This design comes from an exercise in tuning for small area, a short achievable clock period and few clock cycles per item on the open sky130 flow, not from production work.
Function was not checked in any run shown here: the RTL went through the layout flow alone.
Power is estimated from default activity; no workload was simulated.

==> design.v <==
`default_nettype none
module exec_prefix_add #(
    parameter int N = 32
) (
    input  logic [N-1:0] a,
    input  logic [N-1:0] b,
    input  logic         cin,
    output logic [N-1:0] sum,
    output logic         cout
);
    logic [N-1:0] g0, p0, g, p;
    assign p0 = a ^ b;
    assign g0 = a & b;
    always_comb begin
        g    = g0;
        p    = p0;
        g[0] = g0[0] | (p0[0] & cin);
        for (int step = 1; step < N; step = step * 2) begin
            for (int i = 0; i < N; i++) begin
                if ((i / step) % 2 == 1) begin
                    if (i == step && step == 1) begin
                        g[i] = (g0[1] | (p0[1] & g0[0])) | (p0[1] & p0[0] & cin);
                        p[i] = p0[1] & p0[0];
                    end else if (i == step) begin
                        g[i] = (g0[i] | (p0[i] & g0[i-1])) | (p0[i] & p0[i-1] & g[i-2]);
                        p[i] = p0[i] & p0[i-1] & p[i-2];
                    end else begin
                        g[i] = g[i] | (p[i] & g[(i / step) * step - 1]);
                        p[i] = p[i] & p[(i / step) * step - 1];
                    end
                end
            end
        end
    end
    assign sum  = p0 ^ {g[N-2:0], cin};
    assign cout = g[N-1];
endmodule
module exec_prefix_pg #(
    parameter int N = 32
) (
    input  logic [N-1:0] g0,
    input  logic [N-1:0] p0,
    input  logic         cin,
    output logic [N-1:0] sum,
    output logic         cout
);
    logic [N-1:0] g, p;
    always_comb begin
        g    = g0;
        p    = p0;
        g[0] = g0[0] | (p0[0] & cin);
        for (int step = 1; step < N; step = step * 2) begin
            for (int i = 0; i < N; i++) begin
                if ((i / step) % 2 == 1) begin
                    g[i] = g[i] | (p[i] & g[(i / step) * step - 1]);
                    p[i] = p[i] & p[(i / step) * step - 1];
                end
            end
        end
    end
    assign sum  = p0 ^ {g[N-2:0], cin};
    assign cout = g[N-1];
endmodule
module exec_less_than #(
    parameter int N = 32
) (
    input  logic [N-1:0] a,
    input  logic [N-1:0] b,
    output logic         lt
);
    logic [N-1:0] g, p;
    always_comb begin
        g = a & ~b;
        p = a ^ ~b;
        g[0] = g[0] | p[0];    
        for (int step = 1; step < N; step = step * 2) begin
            for (int i = 2 * step - 1; i < N; i = i + 2 * step) begin
                g[i] = g[i] | (p[i] & g[i - step]);
                p[i] = p[i] & p[i - step];
            end
        end
    end
    assign lt = ~g[N-1];
endmodule
`default_nettype wire
`default_nettype none
module exec_mul_csa (
    input  logic [33:0] s_in,
    input  logic [33:0] c_in,
    input  logic [31:0] a,
    input  logic [3:0]  one,
    input  logic [3:0]  two,
    input  logic [3:0]  neg,
    input  logic [7:0]  corr_a,
    input  logic [7:0]  corr_b,
    input  logic        klast,
    output logic [41:0] sum_out,
    output logic [41:0] carry_out
);
    logic [3:0]  nneg;
    logic [32:0] row0, row1, row2, row3;
    logic [33:0] a2;
    assign a2 = {1'b0, a, 1'b0};
    always_comb begin
        nneg = ~neg;
        for (int k = 0; k < 33; k++) begin
            row0[k] = ((one[0] & a2[k+1]) | (two[0] & a2[k])) ^ neg[0];
            row1[k] = ((one[1] & a2[k+1]) | (two[1] & a2[k])) ^ neg[1];
            row2[k] = ((one[2] & a2[k+1]) | (two[2] & a2[k])) ^ neg[2];
            row3[k] = ((one[3] & a2[k+1]) | (two[3] & a2[k])) ^ neg[3];
        end
    end
    logic fs0, fc0, fs1, fc1, fs2, fc2, fs3, fc3, fs4, fc4, fs5, fc5, fs6, fc6, fs7, fc7, fs8, fc8, fs9, fc9, fs10, fc10, fs11, fc11, fs12, fc12, fs13, fc13, fs14, fc14, fs15, fc15, fs16, fc16, fs17, fc17, fs18, fc18, fs19, fc19, fs20, fc20, fs21, fc21, fs22, fc22, fs23, fc23, fs24, fc24, fs25, fc25, fs26, fc26, fs27, fc27, fs28, fc28, fs29, fc29, fs30, fc30, fs31, fc31, fs32, fc32, fs33, fc33, fs34, fc34, fs35, fc35, fs36, fc36, fs37, fc37, fs38, fc38, fs39, fc39, fs40, fc40, fs41, fc41, fs42, fc42, fs43, fc43, fs44, fc44, fs45, fc45, fs46, fc46, fs47, fc47, fs48, fc48, fs49, fc49, fs50, fc50, fs51, fc51, fs52, fc52, fs53, fc53, fs54, fc54, fs55, fc55, fs56, fc56, fs57, fc57, fs58, fc58, fs59, fc59, fs60, fc60, fs61, fc61, fs62, fc62, fs63, fc63, fs64, fc64, fs65, fc65, fs66, fc66, fs67, fc67, fs68, fc68, fs69, fc69, fs70, fc70, fs71, fc71, fs72, fc72, fs73, fc73, fs74, fc74, fs75, fc75, fs76, fc76, fs77, fc77, fs78, fc78, fs79, fc79, fs80, fc80, fs81, fc81, fs82, fc82, fs83, fc83, fs84, fc84, fs85, fc85, fs86, fc86, fs87, fc87, fs88, fc88, fs89, fc89, fs90, fc90, fs91, fc91, fs92, fc92, fs93, fc93, fs94, fc94, fs95, fc95, fs96, fc96, fs97, fc97, fs98, fc98, fs99, fc99, fs100, fc100, fs101, fc101, fs102, fc102, fs103, fc103, fs104, fc104, fs105, fc105, fs106, fc106, fs107, fc107, fs108, fc108, fs109, fc109, fs110, fc110, fs111, fc111, fs112, fc112, fs113, fc113, fs114, fc114, fs115, fc115, fs116, fc116, fs117, fc117, fs118, fc118, fs119, fc119, fs120, fc120, fs121, fc121, fs122, fc122, fs123, fc123, fs124, fc124, fs125, fc125, fs126, fc126, fs127, fc127, fs128, fc128, fs129, fc129, fs130, fc130, fs131, fc131, fs132, fc132, fs133, fc133, fs134, fc134, fs135, fc135, fs136, fc136, fs137, fc137, fs138, fc138, fs139, fc139, fs140, fc140, fs141, fc141, fs142, fc142, fs143, fc143, fs144, fc144, fs145, fc145, fs146, fc146, fs147, fc147, fs148, fc148, fs149, fc149, fs150, fc150, fs151, fc151, fs152, fc152, fs153, fc153, fs154, fc154, fs155, fc155, fs156, fc156, fs157, fc157, fs158, fc158, fs159, fc159, fs160, fc160, fs161, fc161;
    logic hs0, hc0, hs1, hc1, hs2, hc2, hs3, hc3, hs4, hc4, hs5, hc5, hs6, hc6, hs7, hc7, hs8, hc8, hs9, hc9, hs10, hc10, hs11, hc11, hs12, hc12, hs13, hc13, hs14, hc14, hs15, hc15, hs16, hc16, hs17, hc17;
    exec_fa u_fa0 (.a(s_in[0]), .b(c_in[0]), .c(nneg[0]), .s(fs0), .co(fc0));
    exec_fa u_fa1 (.a(s_in[1]), .b(c_in[1]), .c(neg[0]), .s(fs1), .co(fc1));
    exec_ha u_ha0 (.a(row0[1]), .b(fc0), .s(hs0), .c(hc0));
    exec_fa u_fa2 (.a(s_in[2]), .b(c_in[2]), .c(nneg[1]), .s(fs2), .co(fc2));
    exec_fa u_fa3 (.a(row0[2]), .b(row1[0]), .c(fc1), .s(fs3), .co(fc3));
    exec_ha u_ha1 (.a(fs2), .b(hc0), .s(hs1), .c(hc1));
    exec_fa u_fa4 (.a(s_in[3]), .b(c_in[3]), .c(neg[1]), .s(fs4), .co(fc4));
    exec_fa u_fa5 (.a(row0[3]), .b(row1[1]), .c(fc2), .s(fs5), .co(fc5));
    exec_fa u_fa6 (.a(fs4), .b(fc3), .c(fs5), .s(fs6), .co(fc6));
    exec_fa u_fa7 (.a(s_in[4]), .b(c_in[4]), .c(nneg[2]), .s(fs7), .co(fc7));
    exec_fa u_fa8 (.a(row0[4]), .b(row1[2]), .c(row2[0]), .s(fs8), .co(fc8));
    exec_fa u_fa9 (.a(fc4), .b(fs7), .c(fc5), .s(fs9), .co(fc9));
    exec_ha u_ha2 (.a(fs8), .b(fc6), .s(hs2), .c(hc2));
    exec_fa u_fa10 (.a(s_in[5]), .b(c_in[5]), .c(neg[2]), .s(fs10), .co(fc10));
    exec_fa u_fa11 (.a(row0[5]), .b(row1[3]), .c(row2[1]), .s(fs11), .co(fc11));
    exec_fa u_fa12 (.a(fc7), .b(fs10), .c(fc8), .s(fs12), .co(fc12));
    exec_fa u_fa13 (.a(fs11), .b(fc9), .c(fs12), .s(fs13), .co(fc13));
    exec_fa u_fa14 (.a(s_in[6]), .b(c_in[6]), .c(nneg[3]), .s(fs14), .co(fc14));
    exec_fa u_fa15 (.a(row0[6]), .b(row1[4]), .c(row2[2]), .s(fs15), .co(fc15));
    exec_fa u_fa16 (.a(row3[0]), .b(fc10), .c(fs14), .s(fs16), .co(fc16));
    exec_fa u_fa17 (.a(fc11), .b(fs15), .c(fs16), .s(fs17), .co(fc17));
    exec_ha u_ha3 (.a(fc12), .b(fs17), .s(hs3), .c(hc3));
    exec_fa u_fa18 (.a(s_in[7]), .b(c_in[7]), .c(neg[3]), .s(fs18), .co(fc18));
    exec_fa u_fa19 (.a(row0[7]), .b(row1[5]), .c(row2[3]), .s(fs19), .co(fc19));
    exec_fa u_fa20 (.a(row3[1]), .b(fc14), .c(fs18), .s(fs20), .co(fc20));
    exec_fa u_fa21 (.a(fc15), .b(fs19), .c(fc16), .s(fs21), .co(fc21));
    exec_fa u_fa22 (.a(fs20), .b(fs21), .c(fc17), .s(fs22), .co(fc22));
    exec_fa u_fa23 (.a(s_in[8]), .b(c_in[8]), .c(klast), .s(fs23), .co(fc23));
    exec_fa u_fa24 (.a(row0[8]), .b(row1[6]), .c(row2[4]), .s(fs24), .co(fc24));
    exec_fa u_fa25 (.a(row3[2]), .b(fc18), .c(fs23), .s(fs25), .co(fc25));
    exec_fa u_fa26 (.a(fc19), .b(fs24), .c(fc20), .s(fs26), .co(fc26));
    exec_fa u_fa27 (.a(fs25), .b(fc21), .c(fs26), .s(fs27), .co(fc27));
    exec_fa u_fa28 (.a(s_in[9]), .b(c_in[9]), .c(row0[9]), .s(fs28), .co(fc28));
    exec_fa u_fa29 (.a(row1[7]), .b(row2[5]), .c(row3[3]), .s(fs29), .co(fc29));
    exec_fa u_fa30 (.a(fc23), .b(fc24), .c(fs28), .s(fs30), .co(fc30));
    exec_fa u_fa31 (.a(fs29), .b(fc25), .c(fc26), .s(fs31), .co(fc31));
    exec_ha u_ha4 (.a(fs30), .b(fc27), .s(hs4), .c(hc4));
    exec_fa u_fa32 (.a(s_in[10]), .b(c_in[10]), .c(klast), .s(fs32), .co(fc32));
    exec_fa u_fa33 (.a(row0[10]), .b(row1[8]), .c(row2[6]), .s(fs33), .co(fc33));
    exec_fa u_fa34 (.a(row3[4]), .b(fs32), .c(fc28), .s(fs34), .co(fc34));
    exec_fa u_fa35 (.a(fc29), .b(fs33), .c(fc30), .s(fs35), .co(fc35));
    exec_fa u_fa36 (.a(fs34), .b(fc31), .c(fs35), .s(fs36), .co(fc36));
    exec_fa u_fa37 (.a(s_in[11]), .b(c_in[11]), .c(row0[11]), .s(fs37), .co(fc37));
    exec_fa u_fa38 (.a(row1[9]), .b(row2[7]), .c(row3[5]), .s(fs38), .co(fc38));
    exec_fa u_fa39 (.a(fc32), .b(fc33), .c(fs37), .s(fs39), .co(fc39));
    exec_fa u_fa40 (.a(fs38), .b(fc34), .c(fs39), .s(fs40), .co(fc40));
    exec_ha u_ha5 (.a(fc35), .b(fs40), .s(hs5), .c(hc5));
    exec_fa u_fa41 (.a(s_in[12]), .b(c_in[12]), .c(klast), .s(fs41), .co(fc41));
    exec_fa u_fa42 (.a(row0[12]), .b(row1[10]), .c(row2[8]), .s(fs42), .co(fc42));
    exec_fa u_fa43 (.a(row3[6]), .b(fs41), .c(fc37), .s(fs43), .co(fc43));
    exec_fa u_fa44 (.a(fc38), .b(fs42), .c(fc39), .s(fs44), .co(fc44));
    exec_fa u_fa45 (.a(fs43), .b(fc40), .c(fs44), .s(fs45), .co(fc45));
    exec_fa u_fa46 (.a(s_in[13]), .b(c_in[13]), .c(row0[13]), .s(fs46), .co(fc46));
    exec_fa u_fa47 (.a(row1[11]), .b(row2[9]), .c(row3[7]), .s(fs47), .co(fc47));
    exec_fa u_fa48 (.a(fc41), .b(fc42), .c(fs46), .s(fs48), .co(fc48));
    exec_fa u_fa49 (.a(fs47), .b(fc43), .c(fs48), .s(fs49), .co(fc49));
    exec_ha u_ha6 (.a(fc44), .b(fs49), .s(hs6), .c(hc6));
    exec_fa u_fa50 (.a(s_in[14]), .b(c_in[14]), .c(klast), .s(fs50), .co(fc50));
    exec_fa u_fa51 (.a(row0[14]), .b(row1[12]), .c(row2[10]), .s(fs51), .co(fc51));
    exec_fa u_fa52 (.a(row3[8]), .b(fs50), .c(fc46), .s(fs52), .co(fc52));
    exec_fa u_fa53 (.a(fc47), .b(fs51), .c(fc48), .s(fs53), .co(fc53));
    exec_fa u_fa54 (.a(fs52), .b(fc49), .c(fs53), .s(fs54), .co(fc54));
    exec_fa u_fa55 (.a(s_in[15]), .b(c_in[15]), .c(row0[15]), .s(fs55), .co(fc55));
    exec_fa u_fa56 (.a(row1[13]), .b(row2[11]), .c(row3[9]), .s(fs56), .co(fc56));
    exec_fa u_fa57 (.a(fc50), .b(fc51), .c(fs55), .s(fs57), .co(fc57));
    exec_fa u_fa58 (.a(fs56), .b(fc52), .c(fs57), .s(fs58), .co(fc58));
    exec_ha u_ha7 (.a(fc53), .b(fs58), .s(hs7), .c(hc7));
    exec_fa u_fa59 (.a(s_in[16]), .b(c_in[16]), .c(klast), .s(fs59), .co(fc59));
    exec_fa u_fa60 (.a(row0[16]), .b(row1[14]), .c(row2[12]), .s(fs60), .co(fc60));
    exec_fa u_fa61 (.a(row3[10]), .b(fs59), .c(fc55), .s(fs61), .co(fc61));
    exec_fa u_fa62 (.a(fc56), .b(fs60), .c(fc57), .s(fs62), .co(fc62));
    exec_fa u_fa63 (.a(fs61), .b(fc58), .c(fs62), .s(fs63), .co(fc63));
    exec_fa u_fa64 (.a(s_in[17]), .b(c_in[17]), .c(row0[17]), .s(fs64), .co(fc64));
    exec_fa u_fa65 (.a(row1[15]), .b(row2[13]), .c(row3[11]), .s(fs65), .co(fc65));
    exec_fa u_fa66 (.a(fc59), .b(fc60), .c(fs64), .s(fs66), .co(fc66));
    exec_fa u_fa67 (.a(fs65), .b(fc61), .c(fs66), .s(fs67), .co(fc67));
    exec_ha u_ha8 (.a(fc62), .b(fs67), .s(hs8), .c(hc8));
    exec_fa u_fa68 (.a(s_in[18]), .b(c_in[18]), .c(klast), .s(fs68), .co(fc68));
    exec_fa u_fa69 (.a(row0[18]), .b(row1[16]), .c(row2[14]), .s(fs69), .co(fc69));
    exec_fa u_fa70 (.a(row3[12]), .b(fs68), .c(fc64), .s(fs70), .co(fc70));
    exec_fa u_fa71 (.a(fc65), .b(fs69), .c(fc66), .s(fs71), .co(fc71));
    exec_fa u_fa72 (.a(fs70), .b(fc67), .c(fs71), .s(fs72), .co(fc72));
    exec_fa u_fa73 (.a(s_in[19]), .b(c_in[19]), .c(row0[19]), .s(fs73), .co(fc73));
    exec_fa u_fa74 (.a(row1[17]), .b(row2[15]), .c(row3[13]), .s(fs74), .co(fc74));
    exec_fa u_fa75 (.a(fc68), .b(fc69), .c(fs73), .s(fs75), .co(fc75));
    exec_fa u_fa76 (.a(fs74), .b(fc70), .c(fs75), .s(fs76), .co(fc76));
    exec_ha u_ha9 (.a(fc71), .b(fs76), .s(hs9), .c(hc9));
    exec_fa u_fa77 (.a(s_in[20]), .b(c_in[20]), .c(klast), .s(fs77), .co(fc77));
    exec_fa u_fa78 (.a(row0[20]), .b(row1[18]), .c(row2[16]), .s(fs78), .co(fc78));
    exec_fa u_fa79 (.a(row3[14]), .b(fs77), .c(fc73), .s(fs79), .co(fc79));
    exec_fa u_fa80 (.a(fc74), .b(fs78), .c(fc75), .s(fs80), .co(fc80));
    exec_fa u_fa81 (.a(fs79), .b(fc76), .c(fs80), .s(fs81), .co(fc81));
    exec_fa u_fa82 (.a(s_in[21]), .b(c_in[21]), .c(row0[21]), .s(fs82), .co(fc82));
    exec_fa u_fa83 (.a(row1[19]), .b(row2[17]), .c(row3[15]), .s(fs83), .co(fc83));
    exec_fa u_fa84 (.a(fc77), .b(fc78), .c(fs82), .s(fs84), .co(fc84));
    exec_fa u_fa85 (.a(fs83), .b(fc79), .c(fs84), .s(fs85), .co(fc85));
    exec_ha u_ha10 (.a(fc80), .b(fs85), .s(hs10), .c(hc10));
    exec_fa u_fa86 (.a(s_in[22]), .b(c_in[22]), .c(klast), .s(fs86), .co(fc86));
    exec_fa u_fa87 (.a(row0[22]), .b(row1[20]), .c(row2[18]), .s(fs87), .co(fc87));
    exec_fa u_fa88 (.a(row3[16]), .b(fs86), .c(fc82), .s(fs88), .co(fc88));
    exec_fa u_fa89 (.a(fc83), .b(fs87), .c(fc84), .s(fs89), .co(fc89));
    exec_fa u_fa90 (.a(fs88), .b(fc85), .c(fs89), .s(fs90), .co(fc90));
    exec_fa u_fa91 (.a(s_in[23]), .b(c_in[23]), .c(row0[23]), .s(fs91), .co(fc91));
    exec_fa u_fa92 (.a(row1[21]), .b(row2[19]), .c(row3[17]), .s(fs92), .co(fc92));
    exec_fa u_fa93 (.a(fc86), .b(fc87), .c(fs91), .s(fs93), .co(fc93));
    exec_fa u_fa94 (.a(fs92), .b(fc88), .c(fs93), .s(fs94), .co(fc94));
    exec_ha u_ha11 (.a(fc89), .b(fs94), .s(hs11), .c(hc11));
    exec_fa u_fa95 (.a(s_in[24]), .b(c_in[24]), .c(klast), .s(fs95), .co(fc95));
    exec_fa u_fa96 (.a(row0[24]), .b(row1[22]), .c(row2[20]), .s(fs96), .co(fc96));
    exec_fa u_fa97 (.a(row3[18]), .b(fs95), .c(fc91), .s(fs97), .co(fc97));
    exec_fa u_fa98 (.a(fc92), .b(fs96), .c(fc93), .s(fs98), .co(fc98));
    exec_fa u_fa99 (.a(fs97), .b(fc94), .c(fs98), .s(fs99), .co(fc99));
    exec_fa u_fa100 (.a(s_in[25]), .b(c_in[25]), .c(row0[25]), .s(fs100), .co(fc100));
    exec_fa u_fa101 (.a(row1[23]), .b(row2[21]), .c(row3[19]), .s(fs101), .co(fc101));
    exec_fa u_fa102 (.a(fc95), .b(fc96), .c(fs100), .s(fs102), .co(fc102));
    exec_fa u_fa103 (.a(fs101), .b(fc97), .c(fs102), .s(fs103), .co(fc103));
    exec_ha u_ha12 (.a(fc98), .b(fs103), .s(hs12), .c(hc12));
    exec_fa u_fa104 (.a(s_in[26]), .b(c_in[26]), .c(klast), .s(fs104), .co(fc104));
    exec_fa u_fa105 (.a(row0[26]), .b(row1[24]), .c(row2[22]), .s(fs105), .co(fc105));
    exec_fa u_fa106 (.a(row3[20]), .b(fs104), .c(fc100), .s(fs106), .co(fc106));
    exec_fa u_fa107 (.a(fc101), .b(fs105), .c(fc102), .s(fs107), .co(fc107));
    exec_fa u_fa108 (.a(fs106), .b(fc103), .c(fs107), .s(fs108), .co(fc108));
    exec_fa u_fa109 (.a(s_in[27]), .b(c_in[27]), .c(row0[27]), .s(fs109), .co(fc109));
    exec_fa u_fa110 (.a(row1[25]), .b(row2[23]), .c(row3[21]), .s(fs110), .co(fc110));
    exec_fa u_fa111 (.a(fc104), .b(fc105), .c(fs109), .s(fs111), .co(fc111));
    exec_fa u_fa112 (.a(fs110), .b(fc106), .c(fs111), .s(fs112), .co(fc112));
    exec_ha u_ha13 (.a(fc107), .b(fs112), .s(hs13), .c(hc13));
    exec_fa u_fa113 (.a(s_in[28]), .b(c_in[28]), .c(klast), .s(fs113), .co(fc113));
    exec_fa u_fa114 (.a(row0[28]), .b(row1[26]), .c(row2[24]), .s(fs114), .co(fc114));
    exec_fa u_fa115 (.a(row3[22]), .b(fs113), .c(fc109), .s(fs115), .co(fc115));
    exec_fa u_fa116 (.a(fc110), .b(fs114), .c(fc111), .s(fs116), .co(fc116));
    exec_fa u_fa117 (.a(fs115), .b(fc112), .c(fs116), .s(fs117), .co(fc117));
    exec_fa u_fa118 (.a(s_in[29]), .b(c_in[29]), .c(row0[29]), .s(fs118), .co(fc118));
    exec_fa u_fa119 (.a(row1[27]), .b(row2[25]), .c(row3[23]), .s(fs119), .co(fc119));
    exec_fa u_fa120 (.a(fc113), .b(fc114), .c(fs118), .s(fs120), .co(fc120));
    exec_fa u_fa121 (.a(fs119), .b(fc115), .c(fs120), .s(fs121), .co(fc121));
    exec_ha u_ha14 (.a(fc116), .b(fs121), .s(hs14), .c(hc14));
    exec_fa u_fa122 (.a(s_in[30]), .b(c_in[30]), .c(klast), .s(fs122), .co(fc122));
    exec_fa u_fa123 (.a(row0[30]), .b(row1[28]), .c(row2[26]), .s(fs123), .co(fc123));
    exec_fa u_fa124 (.a(row3[24]), .b(fs122), .c(fc118), .s(fs124), .co(fc124));
    exec_fa u_fa125 (.a(fc119), .b(fs123), .c(fc120), .s(fs125), .co(fc125));
    exec_fa u_fa126 (.a(fs124), .b(fc121), .c(fs125), .s(fs126), .co(fc126));
    exec_fa u_fa127 (.a(s_in[31]), .b(c_in[31]), .c(row0[31]), .s(fs127), .co(fc127));
    exec_fa u_fa128 (.a(row1[29]), .b(row2[27]), .c(row3[25]), .s(fs128), .co(fc128));
    exec_fa u_fa129 (.a(fc122), .b(fc123), .c(fs127), .s(fs129), .co(fc129));
    exec_fa u_fa130 (.a(fs128), .b(fc124), .c(fs129), .s(fs130), .co(fc130));
    exec_ha u_ha15 (.a(fc125), .b(fs130), .s(hs15), .c(hc15));
    exec_fa u_fa131 (.a(s_in[32]), .b(c_in[32]), .c(corr_a[0]), .s(fs131), .co(fc131));
    exec_fa u_fa132 (.a(corr_b[0]), .b(klast), .c(row0[32]), .s(fs132), .co(fc132));
    exec_fa u_fa133 (.a(row1[30]), .b(row2[28]), .c(row3[26]), .s(fs133), .co(fc133));
    exec_fa u_fa134 (.a(fs131), .b(fc127), .c(fc128), .s(fs134), .co(fc134));
    exec_fa u_fa135 (.a(fs132), .b(fs133), .c(fc129), .s(fs135), .co(fc135));
    exec_fa u_fa136 (.a(fs134), .b(fc130), .c(fs135), .s(fs136), .co(fc136));
    exec_fa u_fa137 (.a(s_in[33]), .b(c_in[33]), .c(nneg[0]), .s(fs137), .co(fc137));
    exec_fa u_fa138 (.a(corr_a[1]), .b(corr_b[1]), .c(row1[31]), .s(fs138), .co(fc138));
    exec_fa u_fa139 (.a(row2[29]), .b(row3[27]), .c(fs137), .s(fs139), .co(fc139));
    exec_fa u_fa140 (.a(fc131), .b(fc132), .c(fc133), .s(fs140), .co(fc140));
    exec_fa u_fa141 (.a(fs138), .b(fs139), .c(fc134), .s(fs141), .co(fc141));
    exec_fa u_fa142 (.a(fs140), .b(fc135), .c(fs141), .s(fs142), .co(fc142));
    exec_fa u_fa143 (.a(corr_a[2]), .b(corr_b[2]), .c(klast), .s(fs143), .co(fc143));
    exec_fa u_fa144 (.a(row1[32]), .b(row2[30]), .c(row3[28]), .s(fs144), .co(fc144));
    exec_fa u_fa145 (.a(fc137), .b(fs143), .c(fc138), .s(fs145), .co(fc145));
    exec_fa u_fa146 (.a(fs144), .b(fc139), .c(fc140), .s(fs146), .co(fc146));
    exec_fa u_fa147 (.a(fs145), .b(fc141), .c(fs146), .s(fs147), .co(fc147));
    exec_fa u_fa148 (.a(nneg[1]), .b(corr_a[3]), .c(corr_b[3]), .s(fs148), .co(fc148));
    exec_fa u_fa149 (.a(row2[31]), .b(row3[29]), .c(fc143), .s(fs149), .co(fc149));
    exec_fa u_fa150 (.a(fs148), .b(fc144), .c(fs149), .s(fs150), .co(fc150));
    exec_fa u_fa151 (.a(fc145), .b(fc146), .c(fs150), .s(fs151), .co(fc151));
    exec_fa u_fa152 (.a(corr_a[4]), .b(corr_b[4]), .c(klast), .s(fs152), .co(fc152));
    exec_fa u_fa153 (.a(row2[32]), .b(row3[30]), .c(fc148), .s(fs153), .co(fc153));
    exec_fa u_fa154 (.a(fs152), .b(fc149), .c(fs153), .s(fs154), .co(fc154));
    exec_ha u_ha16 (.a(fc150), .b(fs154), .s(hs16), .c(hc16));
    exec_fa u_fa155 (.a(nneg[2]), .b(corr_a[5]), .c(corr_b[5]), .s(fs155), .co(fc155));
    exec_fa u_fa156 (.a(row3[31]), .b(fc152), .c(fs155), .s(fs156), .co(fc156));
    exec_fa u_fa157 (.a(fc153), .b(fs156), .c(fc154), .s(fs157), .co(fc157));
    exec_fa u_fa158 (.a(corr_a[6]), .b(corr_b[6]), .c(klast), .s(fs158), .co(fc158));
    exec_fa u_fa159 (.a(row3[32]), .b(fc155), .c(fs158), .s(fs159), .co(fc159));
    exec_ha u_ha17 (.a(fc156), .b(fs159), .s(hs17), .c(hc17));
    exec_fa u_fa160 (.a(nneg[3]), .b(corr_a[7]), .c(corr_b[7]), .s(fs160), .co(fc160));
    exec_fa u_fa161 (.a(fc158), .b(fs160), .c(fc159), .s(fs161), .co(fc161));
    assign sum_out[0] = row0[0];
    assign carry_out[0] = fs0;
    assign sum_out[1] = fs1;
    assign carry_out[1] = hs0;
    assign sum_out[2] = fs3;
    assign carry_out[2] = hs1;
    assign sum_out[3] = hc1;
    assign carry_out[3] = fs6;
    assign sum_out[4] = fs9;
    assign carry_out[4] = hs2;
    assign sum_out[5] = hc2;
    assign carry_out[5] = fs13;
    assign sum_out[6] = fc13;
    assign carry_out[6] = hs3;
    assign sum_out[7] = hc3;
    assign carry_out[7] = fs22;
    assign sum_out[8] = fc22;
    assign carry_out[8] = fs27;
    assign sum_out[9] = fs31;
    assign carry_out[9] = hs4;
    assign sum_out[10] = hc4;
    assign carry_out[10] = fs36;
    assign sum_out[11] = hs5;
    assign carry_out[11] = fc36;
    assign sum_out[12] = hc5;
    assign carry_out[12] = fs45;
    assign sum_out[13] = hs6;
    assign carry_out[13] = fc45;
    assign sum_out[14] = hc6;
    assign carry_out[14] = fs54;
    assign sum_out[15] = hs7;
    assign carry_out[15] = fc54;
    assign sum_out[16] = hc7;
    assign carry_out[16] = fs63;
    assign sum_out[17] = hs8;
    assign carry_out[17] = fc63;
    assign sum_out[18] = hc8;
    assign carry_out[18] = fs72;
    assign sum_out[19] = hs9;
    assign carry_out[19] = fc72;
    assign sum_out[20] = hc9;
    assign carry_out[20] = fs81;
    assign sum_out[21] = hs10;
    assign carry_out[21] = fc81;
    assign sum_out[22] = hc10;
    assign carry_out[22] = fs90;
    assign sum_out[23] = hs11;
    assign carry_out[23] = fc90;
    assign sum_out[24] = hc11;
    assign carry_out[24] = fs99;
    assign sum_out[25] = hs12;
    assign carry_out[25] = fc99;
    assign sum_out[26] = hc12;
    assign carry_out[26] = fs108;
    assign sum_out[27] = hs13;
    assign carry_out[27] = fc108;
    assign sum_out[28] = hc13;
    assign carry_out[28] = fs117;
    assign sum_out[29] = hs14;
    assign carry_out[29] = fc117;
    assign sum_out[30] = hc14;
    assign carry_out[30] = fs126;
    assign sum_out[31] = hs15;
    assign carry_out[31] = fc126;
    assign sum_out[32] = hc15;
    assign carry_out[32] = fs136;
    assign sum_out[33] = fs142;
    assign carry_out[33] = fc136;
    assign sum_out[34] = fc142;
    assign carry_out[34] = fs147;
    assign sum_out[35] = fc147;
    assign carry_out[35] = fs151;
    assign sum_out[36] = hs16;
    assign carry_out[36] = fc151;
    assign sum_out[37] = hc16;
    assign carry_out[37] = fs157;
    assign sum_out[38] = hs17;
    assign carry_out[38] = fc157;
    assign sum_out[39] = hc17;
    assign carry_out[39] = fs161;
    assign sum_out[40] = fc160;
    assign carry_out[40] = fc161;
    assign sum_out[41] = 1'b0;
    assign carry_out[41] = 1'b0;
endmodule
module exec_fa (input logic a, input logic b, input logic c, output logic s, output logic co);
    assign s  = a ^ b ^ c;
    assign co = (a & b) | (a & c) | (b & c);
endmodule
module exec_ha (input logic a, input logic b, output logic s, output logic c);
    assign s = a ^ b;
    assign c = a & b;
endmodule
`default_nettype wire
`default_nettype none
module exec_stage (
    input  logic        clock,
    input  logic        reset,
    input  logic        issue_valid,
    input  logic [1:0]  issue_fu,
    input  logic [3:0]  issue_func,
    input  logic [1:0]  opa_select,
    input  logic [2:0]  opb_select,
    input  logic [31:0] inst,
    input  logic [31:0] pc,
    input  logic [31:0] rs1_value,
    input  logic [31:0] rs2_value,
    input  logic [4:0]  issue_tag,
    input  logic        complete_credit,
    output logic [2:0]  fu_free,
    output logic        complete_valid,
    output logic [1:0]  complete_fu,
    output logic [4:0]  complete_tag,
    output logic [31:0] complete_result,
    output logic        complete_take
);
    localparam logic [3:0] ALU_ADD = 4'd0, ALU_SUB = 4'd1, ALU_AND = 4'd2, ALU_OR = 4'd3,
                           ALU_XOR = 4'd4, ALU_SLT = 4'd5, ALU_SLTU = 4'd6, ALU_SLL = 4'd7,
                           ALU_SRL = 4'd8, ALU_SRA = 4'd9;
    localparam logic [3:0] MUL = 4'd10, MULH = 4'd11, MULHSU = 4'd12;
    localparam logic [6:0] OPCODE_JAL  = 7'b1101111;
    localparam logic [6:0] OPCODE_JALR = 7'b1100111;
    logic [31:0] opa, opb;
    logic [29:0] pc_inc;
    always_comb begin
        logic [29:0] c;
        c = pc[31:2];
        for (int step = 1; step < 30; step = step * 2) begin
            for (int i = 0; i < 30; i++) begin
                if ((i / step) % 2 == 1) c[i] = c[i] & c[(i / step) * step - 1];
            end
        end
        pc_inc = pc[31:2] ^ {c[28:0], 1'b1};
    end
    always_comb begin
        case (opa_select)
            2'd0:    opa = rs1_value;
            2'd1:    opa = {pc_inc, pc[1:0]};
            2'd2:    opa = pc;
            default: opa = '0;
        endcase
    end
    always_comb begin
        case (opb_select)
            3'd0:    opb = rs2_value;
            3'd1:    opb = {{20{inst[31]}}, inst[31:20]};
            3'd2:    opb = {{20{inst[31]}}, inst[31:25], inst[11:7]};
            3'd3:    opb = {{19{inst[31]}}, inst[31], inst[7], inst[30:25], inst[11:8], 1'b0};
            3'd4:    opb = {inst[31:12], 12'b0};
            3'd5:    opb = {{11{inst[31]}}, inst[31], inst[19:12], inst[20], inst[30:21], 1'b0};
            default: opb = '0;
        endcase
    end
    logic in_eq_lo, in_eq_hi, in_lt_lo, in_lt_hi, in_jal, in_jalr;
    exec_less_than #(.N(16)) u_lt_lo (.a(rs1_value[15:0]), .b(rs2_value[15:0]), .lt(in_lt_lo));
    exec_less_than #(.N(16)) u_lt_hi (.a(rs1_value[31:16]), .b(rs2_value[31:16]), .lt(in_lt_hi));
    assign in_eq_lo = (rs1_value[15:0] == rs2_value[15:0]);
    assign in_eq_hi = (rs1_value[31:16] == rs2_value[31:16]);
    assign in_jal   = (inst[6:0] == OPCODE_JAL);
    assign in_jalr  = (inst[6:0] == OPCODE_JALR);
    localparam int S_SUM = 0, S_AND = 1, S_OR = 2, S_XOR = 3, S_SLT = 4, S_SLTU = 5,
                   S_SL = 6, S_SR = 7;
    logic        in_sub;
    logic [7:0]  in_sel;
    assign in_sub = !issue_fu[1] &&
                    (issue_func == ALU_SUB || issue_func == ALU_SLT || issue_func == ALU_SLTU);
    always_comb begin
        in_sel = '0;
        if (issue_fu[1]) begin
            in_sel[S_SUM] = 1'b1;
        end else begin
            case (issue_func)
                ALU_ADD, ALU_SUB: in_sel[S_SUM]  = 1'b1;
                ALU_AND:          in_sel[S_AND]  = 1'b1;
                ALU_OR:           in_sel[S_OR]   = 1'b1;
                ALU_XOR:          in_sel[S_XOR]  = 1'b1;
                ALU_SLT:          in_sel[S_SLT]  = 1'b1;
                ALU_SLTU:         in_sel[S_SLTU] = 1'b1;
                ALU_SLL:          in_sel[S_SL]   = 1'b1;
                default:          in_sel[S_SR]   = 1'b1;
            endcase
        end
    end
    logic        x_v, x_br, x_jump, x_clr0, x_sub, x_shl, x_sra;
    logic        x_eq_lo, x_eq_hi, x_lt_lo, x_lt_hi, x_s1, x_s2;
    logic [2:0]  x_f3;
    logic [7:0]  x_sel;
    logic [4:0]  x_tag;
    logic        x_a31;
    logic [31:0] x_p, x_g;
    logic [4:0]  x_sh;
    logic [31:0] in_bx;
    assign in_bx = (in_sel[S_SL] || in_sel[S_SR]) ? 32'b0 : opb ^ {32{in_sub}};
    always_ff @(posedge clock) begin
        if (reset) x_v <= 1'b0;
        else       x_v <= issue_valid && (issue_fu != 2'd1);
    end
    always_ff @(posedge clock) begin
        x_br   <= issue_fu[1];
        x_sel  <= in_sel;
        x_sub  <= in_sub;
        x_shl  <= (issue_func == ALU_SLL);
        x_sra  <= (issue_func == ALU_SRA);
        x_tag  <= issue_tag;
        x_a31  <= opa[31];
        x_p    <= opa ^ in_bx;
        x_g    <= opa & in_bx;
        x_sh   <= opb[4:0];
        x_jump  <= in_jal | in_jalr;
        x_f3    <= inst[14:12];
        x_eq_lo <= in_eq_lo;
        x_eq_hi <= in_eq_hi;
        x_lt_lo <= in_lt_lo;
        x_lt_hi <= in_lt_hi;
        x_s1    <= rs1_value[31];
        x_s2    <= rs2_value[31];
        x_clr0 <= issue_fu[1] & in_jalr;
    end
    logic x_beq, x_bltu, x_blt, x_cond, x_take;
    assign x_beq  = x_eq_hi & x_eq_lo;
    assign x_bltu = x_lt_hi | (x_eq_hi & x_lt_lo);
    assign x_blt  = (x_s1 ^ x_s2) ? x_s1 : x_bltu;
    always_comb begin
        case (x_f3)
            3'b000:  x_cond = x_beq;
            3'b001:  x_cond = ~x_beq;
            3'b100:  x_cond = x_blt;
            3'b101:  x_cond = ~x_blt;
            3'b110:  x_cond = x_bltu;
            3'b111:  x_cond = ~x_bltu;
            default: x_cond = 1'b0;
        endcase
    end
    assign x_take = x_jump | x_cond;
    logic [31:0] x_sum;
    logic        x_cout, x_ltu, x_lt;
    logic [31:0] sh_rot, sh_mask, sh_mask_l, sh_out;
    logic [31:0] x_res;
    exec_prefix_pg #(.N(32)) u_add (
        .g0(x_g), .p0(x_p), .cin(x_sub), .sum(x_sum), .cout(x_cout)
    );
    assign x_ltu = ~x_cout;
    assign x_lt  = ~x_p[31] ? x_a31 : x_ltu;
    logic [4:0] x_rot;
    assign x_rot = x_shl ? 5'd0 - x_sh : x_sh;
    always_comb begin
        sh_rot = x_p;
        for (int k = 0; k < 5; k++) begin
            if (x_rot[k]) sh_rot = 32'({sh_rot, sh_rot} >> (1 << k));
        end
    end
    always_comb begin
        for (int i = 0; i < 32; i++) sh_mask_l[i] = ({27'b0, x_sh} <= i);
        for (int i = 0; i < 32; i++) sh_mask[i] = x_shl ? sh_mask_l[i] : sh_mask_l[31-i];
    end
    assign sh_out = (sh_rot & sh_mask) | ({32{x_sra & x_a31}} & ~sh_mask);
    assign x_res = ({32{x_sel[S_SUM]}} & {x_sum[31:1], x_sum[0] & ~x_clr0})
                 | ({32{x_sel[S_AND]}} & x_g)
                 | ({32{x_sel[S_OR]}}  & (x_g | x_p))
                 | ({32{x_sel[S_XOR]}} & x_p)
                 | {31'b0, (x_sel[S_SLT] & x_lt) | (x_sel[S_SLTU] & x_ltu)}
                 | ({32{x_sel[S_SL] | x_sel[S_SR]}} & sh_out);
    logic        pa_v, pb_v, r_v;
    logic        m_busy;
    logic [3:0]  m_ph;       
    logic [1:0]  credits;
    logic        has_credit;
    logic        m_last, m_first;
    logic        grant_x, grant_pa, grant_pb, grant_mul, granted;
    function automatic logic [3:0] arbitrate(input logic credit, input logic mul_first,
                                             input logic pa, input logic pb, input logic x,
                                             input logic mul);
        arbitrate = 4'b0000;
        if (credit) begin
            if (mul_first)  arbitrate = 4'b0001;    
            else if (pa)    arbitrate = 4'b0100;
            else if (pb)    arbitrate = 4'b0010;
            else if (x)     arbitrate = 4'b1000;
            else if (mul)   arbitrate = 4'b0001;
        end
    endfunction
    logic x_v_n, pa_v_n, pb_v_n, r_v_n, m_busy_n, m_first_n, has_credit_n;
    logic m_free, m_step;
    logic park_a, park_b;
    logic [1:0] credits_next;
    assign x_v_n        = issue_valid && (issue_fu != 2'd1);
    assign pa_v_n       = park_a || (pa_v && !grant_pa);
    assign pb_v_n       = park_b || (pb_v && !grant_pb);
    assign r_v_n        = m_last || (r_v && !grant_mul);
    assign m_busy_n     = m_free ? (issue_valid && (issue_fu == 2'd1)) : m_busy;
    assign m_first_n    = m_free || (m_first && !m_step);
    assign has_credit_n = (credits_next != 2'd0);
    always_ff @(posedge clock) begin
        if (reset) begin
            {grant_x, grant_pa, grant_pb, grant_mul} <= 4'b0000;
        end else begin
            {grant_x, grant_pa, grant_pb, grant_mul} <=
                arbitrate(has_credit_n, r_v_n && m_busy_n && m_first_n, pa_v_n, pb_v_n, x_v_n,
                          r_v_n);
        end
    end
    assign granted = grant_x | grant_pa | grant_pb | grant_mul;
    assign fu_free = {(grant_x & x_br) | grant_pb, m_last, (grant_x & ~x_br) | grant_pa};
    logic [31:0] pa_res, pb_res;
    logic [4:0]  pa_tag, pb_tag;
    logic        pb_take;
    assign park_a = x_v && !x_br && !grant_x;
    assign park_b = x_v &&  x_br && !grant_x;
    always_ff @(posedge clock) begin
        if (reset) begin
            pa_v <= 1'b0;
            pb_v <= 1'b0;
        end else begin
            if (park_a)        pa_v <= 1'b1;
            else if (grant_pa) pa_v <= 1'b0;
            if (park_b)        pb_v <= 1'b1;
            else if (grant_pb) pb_v <= 1'b0;
        end
    end
    always_ff @(posedge clock) begin
        if (park_a) begin
            pa_res <= x_res;
            pa_tag <= x_tag;
        end
        if (park_b) begin
            pb_res  <= x_res;
            pb_tag  <= x_tag;
            pb_take <= x_take;
        end
    end
    logic [31:0] m_a, m_b;
    logic        m_a32, m_uext;
    logic [3:0]  m_one, m_two, m_neg;
    logic [33:0] m_s, m_c;
    logic        m_ci;
    logic [7:0]  m_ls, m_lc;
    logic        m_hi;
    logic [4:0]  m_tag;
    logic        r_hi;
    logic [4:0]  r_tag;
    logic [31:0] mh_res;
    logic        in_asgn, in_bsgn, in_a32, in_uext;
    assign in_asgn = (issue_func == MUL) || (issue_func == MULH) || (issue_func == MULHSU);
    assign in_bsgn = (issue_func == MUL) || (issue_func == MULH);
    assign in_a32  = in_asgn & opa[31];
    assign in_uext = ~in_bsgn & opb[31];
    assign m_free = !m_busy || m_last;
    assign m_step = m_busy && (!m_first || !r_v || grant_mul);
    logic [7:0]  m_corr_a, m_corr_b;
    logic [33:0] m_s_in, m_c_in;
    logic [41:0] m_sum, m_carry;
    logic [7:0]  m_low;
    logic        m_cout;
    assign m_corr_a = {8{m_uext}} & (({8{m_ph[0]}} & m_a[7:0])   | ({8{m_ph[1]}} & m_a[15:8])
                                   | ({8{m_ph[2]}} & m_a[23:16]) | ({8{m_ph[3]}} & m_a[31:24]));
    assign m_corr_b = {8{m_a32}} & ~m_b[7:0];
    assign m_s_in   = m_first ? 34'h0AAAAAAAB : m_s;
    assign m_c_in   = m_first ? {1'b0, m_a32, 32'b0} : m_c;
    exec_mul_csa u_csa (
        .s_in(m_s_in), .c_in(m_c_in), .a(m_a), .one(m_one), .two(m_two), .neg(m_neg),
        .corr_a(m_corr_a), .corr_b(m_corr_b), .klast(m_last),
        .sum_out(m_sum), .carry_out(m_carry)
    );
    assign {m_cout, m_low} = {1'b0, m_ls} + {1'b0, m_lc} + {8'b0, m_ci};
    function automatic logic [11:0] booth(input logic [8:0] b9);
        logic [3:0] one, two, neg;
        for (int i = 0; i < 4; i++) begin
            one[i] = b9[2*i+1] ^ b9[2*i];
            two[i] = (b9[2*i+2] & ~b9[2*i+1] & ~b9[2*i]) | (~b9[2*i+2] & b9[2*i+1] & b9[2*i]);
            neg[i] = b9[2*i+2];
        end
        booth = {one, two, neg};
    endfunction
    logic [11:0] in_booth, m_next_booth;
    assign in_booth     = booth({opb[7:0], 1'b0});
    assign m_next_booth = booth(m_b[15:7]);
    always_ff @(posedge clock) begin
        if (reset) begin
            m_busy <= 1'b0;
            m_last <= 1'b0;
            r_v    <= 1'b0;
        end else begin
            if (m_free) begin
                m_busy <= issue_valid && (issue_fu == 2'd1);
                m_last <= 1'b0;
            end else if (m_step) begin
                m_last <= m_ph[2];
            end
            if (m_last)         r_v <= 1'b1;
            else if (grant_mul) r_v <= 1'b0;
        end
    end
    always_ff @(posedge clock) begin
        if (m_free) begin
            m_ph    <= 4'b0001;
            m_first <= 1'b1;
            m_a     <= opa;
            m_b     <= opb;
            m_a32   <= in_a32;
            m_uext  <= in_uext;
            {m_one, m_two, m_neg} <= in_booth;
            m_hi    <= (issue_func != MUL);
            m_tag   <= issue_tag;
        end else if (m_step) begin
            m_ph    <= {m_ph[2:0], 1'b0};
            m_first <= 1'b0;
            m_b     <= {m_low, m_b[31:8]};
            {m_one, m_two, m_neg} <= m_next_booth;
        end
    end
    always_ff @(posedge clock) begin
        if (m_step) begin
            m_ls <= m_sum[7:0];
            m_lc <= m_carry[7:0];
            m_ci <= !m_first && m_cout;
            m_c  <= m_carry[41:8];
            if (m_last && !m_hi) m_s <= {10'b0, m_low, m_b[31:16]};
            else                 m_s <= m_sum[41:8];
        end
        if (m_last) begin
            r_hi  <= m_hi;
            r_tag <= m_tag;
        end
    end
    logic [39:0] mh_sum;
    exec_prefix_add #(.N(40)) u_mh_add (
        .a({m_s[31:0], m_ls}), .b({m_c[31:0], m_lc}), .cin(m_ci), .sum(mh_sum), .cout()
    );
    assign mh_res = r_hi ? mh_sum[39:8] : {mh_sum[7:0], m_s[23:0]};
    assign credits_next = credits + {1'b0, complete_credit} - {1'b0, granted};
    always_ff @(posedge clock) begin
        if (reset) begin
            credits        <= 2'd2;
            has_credit     <= 1'b1;
            complete_valid <= 1'b0;
        end else begin
            credits        <= credits_next;
            has_credit     <= (credits_next != 2'd0);
            complete_valid <= granted;
        end
    end
    always_ff @(posedge clock) begin
        complete_fu     <= grant_x ? {x_br, 1'b0} : grant_pa ? 2'd0 : grant_pb ? 2'd2 : 2'd1;
        complete_tag    <= grant_x ? x_tag : grant_pa ? pa_tag : grant_pb ? pb_tag : r_tag;
        complete_take   <= grant_x ? (x_br & x_take) : grant_pb & pb_take;
        complete_result <= ({32{grant_x}}   & x_res)
                         | ({32{grant_pa}}  & pa_res)
                         | ({32{grant_pb}}  & pb_res)
                         | ({32{grant_mul}} & mh_res);
    end
endmodule
`default_nettype wire
==> flow/run.sh <==
#!/bin/bash
# The standard layout, with the port buffers made of buf_2 cells instead of the cell
# buffer_ports picks by default. Synthesis, floorplan, power grid and the rest are the
# standard flow's. make's full output goes to standard.log in this folder; ORFS writes
# each step's log under orfs/logs/.
set -euo pipefail
bash standard.sh "BUFFER_PORTS_ARGS=-buffer_cell sky130_fd_sc_hd__buf_2" finish > standard.log 2>&1
==> standard.sh <==
#!/bin/bash
# synth_recipe.tcl (not shown) runs the flow's synth.tcl, then flattens the netlist and writes it again
# the make line also repeats each setting of config.mk as NAME=value (left out here)
make -C /OpenROAD-flow-scripts/flow DESIGN_CONFIG=/design/flow/config.mk WORK_HOME=/design/flow/orfs CLKGATE_MAP_FILE= SYNTH_SCRIPT=/design/flow/synth_recipe.tcl "${@:-finish}"
==> config.mk <==
export PLATFORM = sky130hd
export DESIGN_NAME = exec_stage
export DESIGN_NICKNAME = exec_stage
export VERILOG_FILES = /design/flow/design.v
export SDC_FILE = /design/flow/constraint.sdc
export NUM_CORES = 4
export LEC_CHECK = 0
export CAP_MARGIN = 20
export CORE_MARGIN = 2
export CORE_UTILIZATION = 55
export CTS_CLUSTER_DIAMETER = 80
export CTS_CLUSTER_SIZE = 30
export PLACE_DENSITY = 0.65
export SETUP_SLACK_MARGIN = 4.7
export SLEW_MARGIN = 20
==> constraint.sdc <==
create_clock -name core_clock -period 8.0 [get_ports {clock}]
set_input_delay 1.6000 -clock core_clock [delete_from_list [all_inputs] [get_ports {clock}]]
set_output_delay 1.6000 -clock core_clock [all_outputs]
set_load 0.01 [all_outputs]
==> results.ini, run 1 <==
[clock_tree]
clock_sinks = 399
cts_root_buf = clkbuf_16
clock_latency_ns = 0.61
cts_tree = built
numCtsBuffers = 24
clk_pin_slew_ns = 0.11
h-tree-depth = 1
cts_buffer_depth = 3

[timing]
fmax_mhz = 290
tns_ns = 0
rsz0062_at_grt = true
fin_skew_ns = 0.0339
tightestPinTransition_ns = 1.16
setup_slack_ns = 4.55
slew_headroom_pct = 22.8
finalSetupViolCount = 0
finalMaxSlewViolations = 0
final_hold_viol_count = 0
period_share_pct = 43.1
post-route-min-period_ns = 3.45

[global_routing]
grt.total_usage_pct = 38.1
overflow = 0
antenna_found_initial = 3
grt_max_degree = 68
grt_pass1_wl_um = 159000
grt_pass1_vias = 24700

[floorplan]
die_x_um = 239
start_util_pct = 55.4
io-pin-count = 192
core_um2 = 54800
rows = 86
die_y_um = 239
dieArea_um2 = 57000

[setup_path]
crit_type = flop to flop
critPathMaxStageDelay_ns = 0.55
crit_path_start_kind = flop
cpMostUsedCell = fa_1
critical_path.cell_chain = buf_12 > a22oi_2 > xnor2_2 > fa_1 > fa_1 > inv_2 > fa_1 > inv_2 > ha_4 > mux2_4
cp_slowest_cell = fa_1
reg2reg_slack_ns = 4.55
r2r_end = m_s[13]
cp_max_fo = 8
cp_top_family = adder cells
rr_startpoint = m_one[0]
critPathBufInv = 3
reg2reg_depth = 10
cp.depth = 10
crit_start = m_one[0]
critical_path_arrival_ns = 3.79
crit_end = m_s[13]
worstPathRequired_ns = 8.34
end_kind = flop

[power]
power_frac_seq_pct = 32.8
switchingPower_uw = 4030
power_uw = 9420
p_int_uw = 5390
vdd_drop_max_mv = 0.168
powerDensity_nw_per_um2 = 268
p_leak_uw = 0.0145
power.share.clock_pct = 15.7
power_frac_comb_pct = 51.5
switching_share_pct = 42.8

[routing]
drt_wl_total_um = 112000
routedWlPerCell_um = 28.7
drt_first_iter_violations = 3896
drt_pass1_iterations = 8
vias = 26000
antenna_left = 0
remaining_drc_errors = 0
avgViaCountPerCell = 6.65

[logic_synthesis]
synth-seq-cells = 399
synth_ff_type = edfxtp_1
synth_top_area_share_pct = 24.2
syn_inst = 3034
synth_edf_count = 244
synth_area_leaders = edfxtp_1, fa_1, dfxtp_1, ha_1, xnor2_1
seq_area_frac_synth_pct = 34.4
synth_most_common_cell = edfxtp_1
ys_async_sr_fraction_pct = 0
yosys.area.top_type = edfxtp_1
synth_area_um2 = 30300
synth_cell_types = 77
yosys-top-cells-count = edfxtp_1, inv_1, xnor2_1
synth_fp_nets = 3484
yosys_warnings = 5
syn_area_per_cell_um2 = 9.99

[outcome]
outcome = finished clean

[layout]
drive_gt1_share_pct = 23.0
nNetsFinal = 3635
final_cell_area_um2 = 35200
fillCellCount = 4437
regArea_um2 = 10500
multiInputGateArea_um2 = 19200
fin_util_pct = 64.2
area_growth_pct = 16.0

[placement]
gp_congestion = 0.992
post-place-ws_ns = 3.24
place.port_buffers = 191
place_area_um2 = 31700
dp_hpwl_um = 83700

[hold_path]
min_path_type = flop to flop

[job]
maxCapViolCount = 0

## worst min-delay path by stage
| stage | startpoint | end | depth (start not counted) |
|---|---|---|---|
| 2_1_floorplan | m_tag[0] | r_tag[0] | 0 |
| 3_3_place_gp | m_tag[1] | r_tag[1] | 0 |
| 3_5_place_dp | m_tag[2] | r_tag[2] | 0 |
| 5_1_grt | m_tag[2] | r_tag[2] | 0 |
| 6_report | m_tag[0] | r_tag[0] | 0 |
| 4_1_cts | m_tag[0] | r_tag[0] | 0 |
## kinds of logic after synthesis
group                      count (synthesis)  synth area share (%)
AOI/OAI and AO/OA                        749                  16.9
and+or+nand+nor                          654                  10.3
buffers and inverters                    475                  6.05
DFF                                      399                  34.4
adders and majority gates                302                  16.4
xor gates and xnor gates                 251                  7.34
muxes                                    204                  8.60
## layout by cell type, fill, tap and decap left out, drive strengths merged, types with 11 or more instances in the layout
| master | synthesis | layout |
|---|---|---|
| buf | 47 | 347 |
| inv | 241 | 246 |
| edfxtp | 244 | 244 |
| xnor2 | 199 | 200 |
| nor2 | 189 | 189 |
| nand2 | 182 | 182 |
| fa | 159 | 159 |
| a22oi | 157 | 157 |
| dfxtp | 155 | 155 |
| o21ai | 153 | 153 |
| a21oi | 150 | 150 |
| ha | 143 | 143 |
| mux2i | 125 | 125 |
| nand2b | 58 | 58 |
| xor2 | 52 | 52 |
| a222oi | 46 | 46 |
| nor2b | 45 | 45 |
| mux4 | 41 | 41 |
| mux2 | 38 | 38 |
| clkbuf | 186 | 33 |
| nand3 | 31 | 31 |
| a21o | 29 | 29 |
| or2 | 27 | 27 |
| nand4 | 23 | 23 |
| and2 | 23 | 23 |
| nor3 | 22 | 22 |
| a211oi | 22 | 22 |
| a31oi | 20 | 20 |
| a221o | 19 | 19 |
| a22o | 16 | 16 |
| o211ai | 16 | 16 |
| o31ai | 14 | 14 |
| o21a | 13 | 13 |
| o22ai | 13 | 13 |
| and3 | 13 | 13 |
| or3 | 11 | 11 |
## state kept, by name (all words and copies together) (netlist names), 5 cells and up
signal           flops
pb_tag               5
complete_result     32
m_b                 32
m_c                 33
m_s                 33
pa_tag               5
x_sh                 5
m_a                 32
x_g                 32
m_tag                5
m_lc                 8
m_ls                 8
complete_tag         5
x_p                 32
pa_res              32
pb_res              32
r_tag                5
x_tag                5
x_sel                8
## per-stage QoR
step | instances | hold WS, ns
after floorplan | 3034 | 0.400
after detailed placement | 3733 | 0.406
final | 3909 | 0.432
after global placement | 3733 | 0.402
after global routing | 3907 | 0.445
after CTS | 3875 | 0.433
## final cells by class
class / instances / share of cell area, %
diodes: 2 / 0.0142
clock buffers: 27 / 1.74
repair inverters: 1 / 0.0249
inverters: 242 / 2.71
well taps: 704 / 2.50
clock inverters: 17 / 0.836
flip-flops and latches: 399 / 29.8
repair buffers: 356 / 7.73
multi-input cells: 2161 / 54.7
## repair_timing
action / CTS / global route
gates cloned: 9 / 5
setup buffers: 89 / 27
hold buffers: 0 / 0
endpoints found under the setup margin: 200 / 149
pin swaps: 61 / 63
gates resized for setup: 173 / 147
## power groups by stage
stage               sequential [µW]  clock, µW  combinational [µW]
CTS                            3060       1490                4560
global placement               3140          0                4140
detailed placement             3140          0                4250
finish                         3090       1470                4850
floorplan                      2850          0                2890
global route                   3100       1560                5220
## metal layers
layer	share of wire, %	global-route usage (%)
met1	38	50.5
met2	45	60.8
met3	11	7.03
met4	6.1	17.9
met5	0.012	0
==> run 2, diff against run 1 <==
--- a/config.mk
+++ b/config.mk
@@ -12,4 +12,4 @@
 export CTS_CLUSTER_SIZE = 30
 export PLACE_DENSITY = 0.65
-export SETUP_SLACK_MARGIN = 4.7
+export SETUP_SLACK_MARGIN = 4.4
 export SLEW_MARGIN = 20
==> run 2 against run 1 <==
Effect of this change: still clean on timing, DRC and antenna; setup slack got worse by 0.11 ns; synthesized cell count did not move; non-clock buffer count fell by 84; combinational power fell by 8.9%; critical path depth fell by 2; area after synthesis did not move; wire length fell by 2.2%; clock power rose by 15%; register-to-register slack got worse by 0.11 ns; first-iteration DRC count rose by 2.2%; count of clock-buffer cells in the layout rose by 1; final area fell by 4.6%.
==> results.ini, run 2 <==
[outcome]
outcome = finished clean

[setup_path]
crit_type = flop to flop
cp_max_fo = 15  ; +7
critPathMaxStageDelay_ns = 0.81  ; +0.26 ns
r2r_end = complete_result[30]
critical_path.cell_chain = a21oi_1 > o21ai_0 > o221ai_1 > a211oi_1 > nor2_1 > mux2i_1 > o211ai_1 > a2111o_1
cp_slowest_cell = dfxtp_1
critPathBufInv = 0  ; -3
reg2reg_slack_ns = 4.44  ; -0.11 ns
rr_startpoint = x_p[25]
critical_path_arrival_ns = 4.07  ; +0.28 ns
cp_top_family = compound AO/OA/AOI/OAI gates
reg2reg_depth = 8  ; -2
end_kind = flop
crit_path_start_kind = flop
worstPathRequired_ns = 8.52  ; +0.18 ns

[global_routing]
antenna_found_initial = 2  ; -1
grt_max_degree = 86  ; +26%
grt_pass1_vias = 24200  ; -1.7%
grt_pass1_wl_um = 159000  ; -0.53%
grt.total_usage_pct = 37.9  ; -0.27 points
overflow = 0  ; unchanged

[floorplan]
die_y_um = 239  ; unchanged
dieArea_um2 = 57000  ; unchanged
die_x_um = 239  ; unchanged
rows = 86  ; unchanged
io-pin-count = 192  ; unchanged
start_util_pct = 55.4  ; unchanged
core_um2 = 54800  ; unchanged

[logic_synthesis]
synth_ff_type = edfxtp_1
syn_inst = 3034  ; unchanged
yosys_warnings = 5  ; unchanged
syn_area_per_cell_um2 = 9.99  ; unchanged
seq_area_frac_synth_pct = 34.4  ; unchanged
synth_most_common_cell = edfxtp_1
synth-seq-cells = 399  ; unchanged
synth_area_leaders = edfxtp_1, fa_1, dfxtp_1, ha_1, xnor2_1
synth_area_um2 = 30300  ; unchanged
ys_async_sr_fraction_pct = 0  ; unchanged
synth_fp_nets = 3484  ; unchanged
synth_cell_types = 77  ; unchanged
yosys.area.top_type = edfxtp_1
synth_top_area_share_pct = 24.2  ; unchanged
yosys-top-cells-count = edfxtp_1, inv_1, xnor2_1
synth_edf_count = 244  ; unchanged

[hold_path]
min_path_type = flop to flop
hold_depth = 0  ; unchanged
hold_end = r_tag[3]
min_from = m_tag[3]

[routing]
remaining_drc_errors = 0  ; unchanged
vias = 25200  ; -3.0%
drt_wl_total_um = 110000  ; -2.2%
drt_pass1_iterations = 9  ; +1
routedWlPerCell_um = 28.7  ; -0.11%
drt_first_iter_violations = 3980  ; +2.2%
antenna_left = 0  ; unchanged
avgViaCountPerCell = 6.59  ; -0.99%

[timing]
finalSetupViolCount = 0  ; unchanged
period_share_pct = 44.5  ; +1.3 points
tns_ns = 0  ; unchanged
slew_headroom_pct = 26.4  ; +3.6 points
rsz0062_at_grt = true
post-route-min-period_ns = 3.56  ; +0.105 ns
fmax_mhz = 281  ; -3.0%
finalMaxSlewViolations = 0  ; unchanged
fin_skew_ns = 0.0620  ; +0.0280 ns
setup_slack_ns = 4.44  ; -0.105 ns
final_hold_viol_count = 0  ; unchanged
tightestPinTransition_ns = 1.10  ; -0.0544 ns

[layout]
n_antenna_cell = 0  ; -2
mostFrequentLayoutCell = edfxtp_1
layout_common_cells = edfxtp_1, inv_1, xnor2_1, buf_2, nor2_1
nNetsFinal = 3553  ; -2.3%
area_growth_pct = 10.6
stdcell_count = 3828  ; -2.1%
final_cell_area_um2 = 33500  ; -4.6%
drive_gt1_share_pct = 16.2  ; -6.8 points
top_regs = m_c x33, m_s x33

[placement]
place_area_um2 = 31700  ; about the same
place_inst = 3740  ; +0.19%
gp_congestion = 1.00  ; +1.3%
place.port_buffers = 191  ; unchanged
post-place-ws_ns = 2.72  ; -0.512 ns
dp_hpwl_um = 84600  ; +1.1%

[clock_tree]
clock_sinks = 399  ; unchanged
cts_root_buf = clkbuf_16
h-tree-depth = 1  ; unchanged
clk_pin_slew_ns = 0.11  ; about the same
cts_buffer_depth = 3  ; unchanged
clock_latency_ns = 0.63  ; +0.02 ns
numCtsBuffers = 27  ; +13%
postCtsHoldBufs = 0  ; unchanged
cts_tree = built

[job]
maxCapViolCount = 0  ; unchanged

[power]
vdd_drop_max_mv = 0.202  ; +20%
p_leak_uw = 0.0138  ; -4.4%
power_uw = 9220  ; -2.1%
powerDensity_nw_per_um2 = 275  ; +2.7%

[run 2: cell counts after synthesis]
Identical to the previous run, type by type.
[run 2: worst max-delay path by stage]
| stage | slack [ns] | from | cells past startpoint | to |
|---|---|---|---|---|
| after detailed placement | 2.72 | x_sh[0] | 12 | pa_res[28] |
| final | 4.44 | x_p[25] | 8 | complete_result[30] |
| after global routing | 4.39 | pc[2] | 14 | x_p[19] |
| after floorplan | 4.33 | pc[2] | 10 | x_p[29] |
| after global placement | 2.76 | x_sh[0] | 12 | pa_res[28] |
| after CTS | 4.40 | x_sh[0] | 13 | pa_res[19] |
[run 2: metal layers]
layer | wire (µm) | share of wire, % | GRT usage [%] | vias to the layer above
li1 | - | - | - | 11000
met1 | 42400 | 39 | 50.6 | 12500
met2 | 51100 | 47 | 60.9 | 1448
met3 | 10300 | 9.4 | 5.69 | 271
met4 | 6000 | 5.5 | 17.6 | 2
met5 | 15 | 0.014 | 0 | -
[run 2: area by class of cell]
type | count | area [µm²]
Timing Repair Buffer | 272 | 1690
Multi-Input combinational cell | 2161 | 18500
Tap cell | 704 | 881
Inverter | 242 | 950
Clock buffer | 28 | 679
Clock inverter | 22 | 410
Sequential cell | 399 | 10400
Fill cell | 4702 | 21200
[run 2: timing repair]
| item | 4_1_cts | 5_1_grt |
|---|---|---|
| setup endpoints to repair | 161 | 83 |
| gates resized for setup | 44 | 57 |
| gates cloned | 1 | 1 |
| setup buffers | 11 | 25 |
| pin swaps | 2 | 9 |
[run 2: kinds of logic after synthesis]
| logic type | synth area share [%] |
|---|---|
| buf+inv | 6.05 |
| simple gates | 10.3 |
| fa+ha+maj | 16.4 |
| xor+xnor | 7.34 |
| mux | 8.60 |
| flops | 34.4 |
| compound gates | 16.9 |
[run 2: stage by stage]
stage / util (%) / hold WS, ns
floorplan: - / 0.400
global placement: 57.9 / 0.402
detailed placement: 57.9 / 0.410
CTS: 60.4 / 0.440
global route: 61.3 / 0.452
finish: 61.3 / 0.434
[run 2: where the power goes]
group,internal [µW],switching [µW],total (µW)
registers,2690,420,3110
logic,1830,2590,4420
clock network,751,934,1690
total,5280,3950,9220

static timing again, ports no longer ideal:
The results above use ideal ports. As a check the final layouts listed here were re-extracted and re-timed, cells and wires unchanged. Step 1: set_driving_cell puts a clkbuf_16 on clock and a buf_2 on each other input, an assumption about the parent block. Step 2 also shifts input and output timing later by t, the mid clock arrival at the registers, as if the neighbouring blocks saw the same clock. Three values: ideal, step 1, step 2; two values: the first two.
run	shift t [ns]	setup slack, ns	clock arrival spread, ns	cell pins on the clock port's net
run 1	0.648	4.548 / 4.548 / 3.982	0.036 / 0.036	1
run 2	0.667	4.443 / 4.443 / 3.827	0.065 / 0.065	1
After both steps every run listed still meets setup and hold. The setup slack of run 2, which loses most, moves by 0.000 ns with the drivers and by -0.616 ns with both steps.
